Background: an optimization exercise with open tools, aiming at small area, a short achievable clock period and few clock cycles. Do not read the settings as production practice.

Setup of v9:
==> module odp_writer, before the edit <==
module odp_writer #(
    parameter int DEPTH = 17           
) (
    input  logic        clk,
    input  logic        rst_n,
    input  logic        px_in_vld,
    input  logic [15:0] px_in,
    output logic        px_in_rdy,
    output logic        MEM_REQ,
    output logic [31:0] MEM_ADDR,
    output logic [3:0]  MEM_CMD,
    output logic        MEM_WE,
    output logic [31:0] MEM_DOUT,
    output logic        MEM_WVLD,
    input  logic        MEM_WRDY,
    input  logic        MEM_ODP_SEL,
    input  logic        MEM_FIN,
    input  logic        ODP_START,
    output logic        ODP_STATUS,
    input  logic [31:0] CFG_WRITE_START_ADDR,
    input  logic [8:0]  CFG_WIDTH,
    input  logic [8:0]  CFG_HEIGHT,
    input  logic [9:0]  CFG_NUM_FMAP
);
    localparam int MD = DEPTH - 1;             
    localparam int PW = $clog2(MD);
    localparam int CW = $clog2(DEPTH + 1);
    typedef enum logic [1:0] {B_IDLE, B_REQ, B_DATA, B_FIN} bst_t;
    logic          status_q, rdy_q, in_done_q, half_q;
    logic [8:0]    wlen_q, hlen_q, wc_q, hc_q;
    logic [9:0]    nc_q;
    logic [31:0]   addr_q;
    logic [31:0]   mem_q [MD];
    logic [PW-1:0] wr_q, rd_q;
    logic [CW-1:0] mcnt_q;                     
    logic [CW-1:0] tot_q;                      
    logic          hv_q;                       
    logic [31:0]   dout_q;
    bst_t          bst_q;
    logic          req_q, wvld_q;
    logic [3:0]    cmd_q, beat_q;
    logic          empty_job, start, xfer, last_px, fin_px, commit, pop, ld, job_end;
    logic          space0, space1, rdy_run, req_go;
    logic [CW-1:0] mcnt_d, tot_d;
    logic [3:0]    cmd_d;
    logic [PW-1:0] wr_inc, rd_inc;
    assign px_in_rdy  = rdy_q;
    assign ODP_STATUS = status_q;
    assign MEM_REQ    = req_q;
    assign MEM_WE     = req_q;
    assign MEM_ADDR   = addr_q;
    assign MEM_CMD    = cmd_q;
    assign MEM_WVLD   = wvld_q;
    assign MEM_DOUT   = dout_q;
    assign empty_job = (CFG_WIDTH == '0) || (CFG_HEIGHT == '0) || (CFG_NUM_FMAP == '0);
    assign start     = !status_q && ODP_START && !empty_job;
    assign xfer      = px_in_vld && rdy_q;
    assign last_px   = (wc_q == 9'd1) && (hc_q == 9'd1) && (nc_q == 10'd1);
    assign fin_px    = xfer && last_px;
    assign commit    = xfer && (half_q || last_px);
    assign pop       = wvld_q && MEM_WRDY;
    assign ld        = (pop || !hv_q) && (mcnt_q != '0);
    assign job_end   = (bst_q == B_FIN) && MEM_FIN && in_done_q && (tot_q == '0);
    always_comb begin
        case ({commit, ld})
            2'b10:   mcnt_d = mcnt_q + CW'(1);
            2'b01:   mcnt_d = mcnt_q - CW'(1);
            default: mcnt_d = mcnt_q;
        endcase
        case ({commit, pop})
            2'b10:   tot_d = tot_q + CW'(1);
            2'b01:   tot_d = tot_q - CW'(1);
            default: tot_d = tot_q;
        endcase
    end
    assign space0  = ld || (mcnt_q < CW'(MD));                       
    assign space1  = ld ? (mcnt_q < CW'(MD)) : (mcnt_q < CW'(MD - 1));  
    assign rdy_run = xfer ? (!half_q || space1) : (half_q || space0);
    assign req_go = status_q && ((tot_q >= CW'(16)) || (commit && tot_q == CW'(15)) ||
                                 (in_done_q && tot_q != '0) || fin_px);
    assign cmd_d  = commit ? ((tot_q >= CW'(15)) ? 4'd15 : tot_q[3:0])
                           : ((tot_q >= CW'(16)) ? 4'd15 : 4'(tot_q - CW'(1)));
    assign wr_inc = (wr_q == PW'(MD - 1)) ? '0 : wr_q + PW'(1);
    assign rd_inc = (rd_q == PW'(MD - 1)) ? '0 : rd_q + PW'(1);
    always_ff @(posedge clk or negedge rst_n) begin
        if (!rst_n) begin
            status_q  <= 1'b0;
            rdy_q     <= 1'b0;
            in_done_q <= 1'b0;
            half_q    <= 1'b0;
            wr_q      <= '0;
            rd_q      <= '0;
            mcnt_q    <= '0;
            tot_q     <= '0;
            hv_q      <= 1'b0;
            bst_q     <= B_IDLE;
            req_q     <= 1'b0;
            wvld_q    <= 1'b0;
        end else begin
            if (!status_q) begin
                status_q  <= start;
                rdy_q     <= start;
                in_done_q <= 1'b0;
                half_q    <= 1'b0;
            end else begin
                if (job_end) status_q <= 1'b0;
                rdy_q     <= !in_done_q && !fin_px && rdy_run;
                in_done_q <= in_done_q || fin_px;
                half_q    <= half_q ^ xfer;
            end
            mcnt_q <= mcnt_d;
            tot_q  <= tot_d;
            hv_q   <= ld || (hv_q && !pop);
            if (commit) wr_q <= wr_inc;
            if (ld)     rd_q <= rd_inc;
            case (bst_q)
                B_IDLE: if (req_go) begin
                    req_q <= 1'b1;
                    bst_q <= B_REQ;
                end
                B_REQ: if (MEM_ODP_SEL) begin
                    wvld_q <= 1'b1;
                    bst_q  <= B_DATA;
                end
                B_DATA: if (pop && beat_q == 4'd0) begin
                    wvld_q <= 1'b0;
                    bst_q  <= B_FIN;
                end
                B_FIN: if (MEM_FIN) begin
                    req_q <= 1'b0;
                    bst_q <= B_IDLE;
                end
                default: bst_q <= B_IDLE;
            endcase
        end
    end
    always_ff @(posedge clk) begin
        if (!status_q) begin
            wlen_q <= CFG_WIDTH;
            hlen_q <= CFG_HEIGHT;
            wc_q   <= CFG_WIDTH;
            hc_q   <= CFG_HEIGHT;
            nc_q   <= CFG_NUM_FMAP;
            addr_q <= CFG_WRITE_START_ADDR;
        end else begin
            if (xfer) begin
                if (wc_q == 9'd1) begin
                    wc_q <= wlen_q;
                    if (hc_q == 9'd1) begin
                        hc_q <= hlen_q;
                        nc_q <= nc_q - 10'd1;
                    end else begin
                        hc_q <= hc_q - 9'd1;
                    end
                end else begin
                    wc_q <= wc_q - 9'd1;
                end
            end
            if (bst_q == B_FIN && MEM_FIN) addr_q[31:6] <= addr_q[31:6] + 26'd1;
        end
        if (bst_q == B_IDLE) begin
            cmd_q  <= cmd_d;
            beat_q <= cmd_d;
        end else if (bst_q == B_DATA && pop) begin
            beat_q <= beat_q - 4'd1;
        end
        if (ld) dout_q <= mem_q[rd_q];
    end
    always_ff @(posedge clk) begin
        if (xfer && !half_q) mem_q[wr_q][15:0] <= px_in;
        if (commit) mem_q[wr_q][31:16] <= half_q ? px_in : 16'h0000;
    end
endmodule
Settings: LEC_CHECK=0, ABC_CLOCK_PERIOD_IN_PS=3000, CAP_MARGIN=20, CORE_MARGIN=2, CORE_UTILIZATION=55, SLEW_MARGIN=20; clock period 12.0 ns.
run.sh (not shown) runs the stock make flow with config.mk's settings and CLKGATE_MAP_FILE= SYNTH_SCRIPT=/design/flow/synth_recipe.tcl, a recipe that flattens the netlist after the stock synthesis.
The inputs of v1 differ from those of v9 as listed below.
--- a/flow/design.v
+++ b/flow/design.v
@@ -21,30 +21,29 @@
     input  logic [8:0]  CFG_WIDTH,
     input  logic [8:0]  CFG_HEIGHT,
     input  logic [9:0]  CFG_NUM_FMAP
 );
     localparam int MD = DEPTH - 1;             
     localparam int PW = $clog2(MD);
-    localparam int CW = $clog2(DEPTH + 1);
     typedef enum logic [1:0] {B_IDLE, B_REQ, B_DATA, B_FIN} bst_t;
     logic          status_q, rdy_q, in_done_q, half_q;
     logic [8:0]    wlen_q, hlen_q, wc_q, hc_q;
     logic [9:0]    nc_q;
     logic [31:0]   addr_q;
     logic [31:0]   mem_q [MD];
     logic [PW-1:0] wr_q, rd_q;
-    logic [CW-1:0] mcnt_q;                     
-    logic [CW-1:0] tot_q;                      
+    logic [DEPTH-1:0] tot_q;                   
     logic          hv_q;                       
     logic [31:0]   dout_q;
     bst_t          bst_q;
     logic          req_q, wvld_q;
     logic [3:0]    cmd_q, beat_q;
     logic          empty_job, start, xfer, last_px, fin_px, commit, pop, ld, job_end;
     logic          space0, space1, rdy_run, req_go;
-    logic [CW-1:0] mcnt_d, tot_d;
+    logic          mnz, m_lt_md, m_lt_md1, ge16, ge15, nz;
+    logic [3:0]    cnt4, cnt4m1;
     logic [3:0]    cmd_d;
     logic [PW-1:0] wr_inc, rd_inc;
     assign px_in_rdy  = rdy_q;
     assign ODP_STATUS = status_q;
     assign MEM_REQ    = req_q;
     assign MEM_WE     = req_q;
@@ -56,44 +55,41 @@
     assign start     = !status_q && ODP_START && !empty_job;
     assign xfer      = px_in_vld && rdy_q;
     assign last_px   = (wc_q == 9'd1) && (hc_q == 9'd1) && (nc_q == 10'd1);
     assign fin_px    = xfer && last_px;
     assign commit    = xfer && (half_q || last_px);
     assign pop       = wvld_q && MEM_WRDY;
-    assign ld        = (pop || !hv_q) && (mcnt_q != '0);
-    assign job_end   = (bst_q == B_FIN) && MEM_FIN && in_done_q && (tot_q == '0);
+    assign ld        = (pop || !hv_q) && mnz;
+    assign job_end   = (bst_q == B_FIN) && MEM_FIN && in_done_q && !nz;
+    assign nz       = tot_q[0];
+    assign ge15     = tot_q[14];
+    assign ge16     = tot_q[15];
+    assign mnz      = hv_q ? tot_q[1] : tot_q[0];
+    assign m_lt_md  = hv_q ? !tot_q[MD] : !tot_q[MD-1];
+    assign m_lt_md1 = hv_q ? !tot_q[MD-1] : !tot_q[MD-2];
     always_comb begin
-        case ({commit, ld})
-            2'b10:   mcnt_d = mcnt_q + CW'(1);
-            2'b01:   mcnt_d = mcnt_q - CW'(1);
-            default: mcnt_d = mcnt_q;
-        endcase
-        case ({commit, pop})
-            2'b10:   tot_d = tot_q + CW'(1);
-            2'b01:   tot_d = tot_q - CW'(1);
-            default: tot_d = tot_q;
-        endcase
+        cnt4   = 4'd0;                       
+        cnt4m1 = 4'd0;                       
+        for (int k = 0; k < 15; k++) if (tot_q[k]) cnt4 = 4'(k + 1);
+        for (int k = 1; k < 16; k++) if (tot_q[k]) cnt4m1 = 4'(k);
     end
-    assign space0  = ld || (mcnt_q < CW'(MD));                       
-    assign space1  = ld ? (mcnt_q < CW'(MD)) : (mcnt_q < CW'(MD - 1));  
+    assign space0  = ld || m_lt_md;                  
+    assign space1  = ld ? m_lt_md : m_lt_md1;        
     assign rdy_run = xfer ? (!half_q || space1) : (half_q || space0);
-    assign req_go = status_q && ((tot_q >= CW'(16)) || (commit && tot_q == CW'(15)) ||
-                                 (in_done_q && tot_q != '0) || fin_px);
-    assign cmd_d  = commit ? ((tot_q >= CW'(15)) ? 4'd15 : tot_q[3:0])
-                           : ((tot_q >= CW'(16)) ? 4'd15 : 4'(tot_q - CW'(1)));
+    assign req_go = status_q && (ge16 || (commit && ge15) || (in_done_q && nz) || fin_px);
+    assign cmd_d  = commit ? cnt4 : cnt4m1;
     assign wr_inc = (wr_q == PW'(MD - 1)) ? '0 : wr_q + PW'(1);
     assign rd_inc = (rd_q == PW'(MD - 1)) ? '0 : rd_q + PW'(1);
     always_ff @(posedge clk or negedge rst_n) begin
         if (!rst_n) begin
             status_q  <= 1'b0;
             rdy_q     <= 1'b0;
             in_done_q <= 1'b0;
             half_q    <= 1'b0;
             wr_q      <= '0;
             rd_q      <= '0;
-            mcnt_q    <= '0;
             tot_q     <= '0;
             hv_q      <= 1'b0;
             bst_q     <= B_IDLE;
             req_q     <= 1'b0;
             wvld_q    <= 1'b0;
         end else begin
@@ -105,14 +101,14 @@
             end else begin
                 if (job_end) status_q <= 1'b0;
                 rdy_q     <= !in_done_q && !fin_px && rdy_run;
                 in_done_q <= in_done_q || fin_px;
                 half_q    <= half_q ^ xfer;
             end
-            mcnt_q <= mcnt_d;
-            tot_q  <= tot_d;
+            if (commit && !pop)      tot_q <= {tot_q[DEPTH-2:0], 1'b1};
+            else if (pop && !commit) tot_q <= {1'b0, tot_q[DEPTH-1:1]};
             hv_q   <= ld || (hv_q && !pop);
             if (commit) wr_q <= wr_inc;
             if (ld)     rd_q <= rd_inc;
             case (bst_q)
                 B_IDLE: if (req_go) begin
                     req_q <= 1'b1;
==> summary.txt <==
- Of v1 and v9, it is v1 that has the higher total CTS buffers.
- Relative to v9, the count of cell types in the netlist measured on v1 has increased slightly.
- In v1, area of all placed cells without fillers is higher than in v9.
- v1 ended with less area share of xor/xnor cells in the synthesized design than v9.
- Compared with v9, in v1 number of cells on the worst reg-to-reg path moved down; via count up 244; per-instance average area after synthesis shows a reduction of 0.21 um2; total placed cells including tap cells increased 1.6%.
- Final worst hold slack delta (v1 -> v9): insignificant
- Routed length on met2: v9 and v1 compared, higher one is v1
- Sort v9 and v1 by routed wire length asc -> top: v9
- The data required time of the worst path reported for v1 is smaller than that of v9 by 0.31 ns.
- The higher die span in x of v9 and v1 is in v1.
No functional check of the RTL was part of any run of this note.

-- separate check: timing with driven ports --
In the flow no input, the clock included, has a driving cell. The finished layouts below were timed again as built, in two steps.
Step 1 sets driving cells, clkbuf_16 on the clock port and buf_2 on the other inputs (assumed; they add their load-dependent delay and slew).
Step 2, shift: input delay + t, output delay - t, t = (earliest + latest rising clock arrival at the registers) / 2. This alone moves slack from input paths to output paths.
Slacks: ideal / step 1 / step 2; pairs: ideal / step 1.
run	shift t [ns]	slack for setup (ns)	cell pins on the clock port's net
v9	0.653	6.546 / 6.560 / 5.907	1
v1	0.644	7.056 / 7.079 / 6.435	1
After both steps every run listed still meets setup and hold. For v9, which loses most, drivers alone change the setup slack by +0.014 ns; drivers and shift together by -0.639 ns.
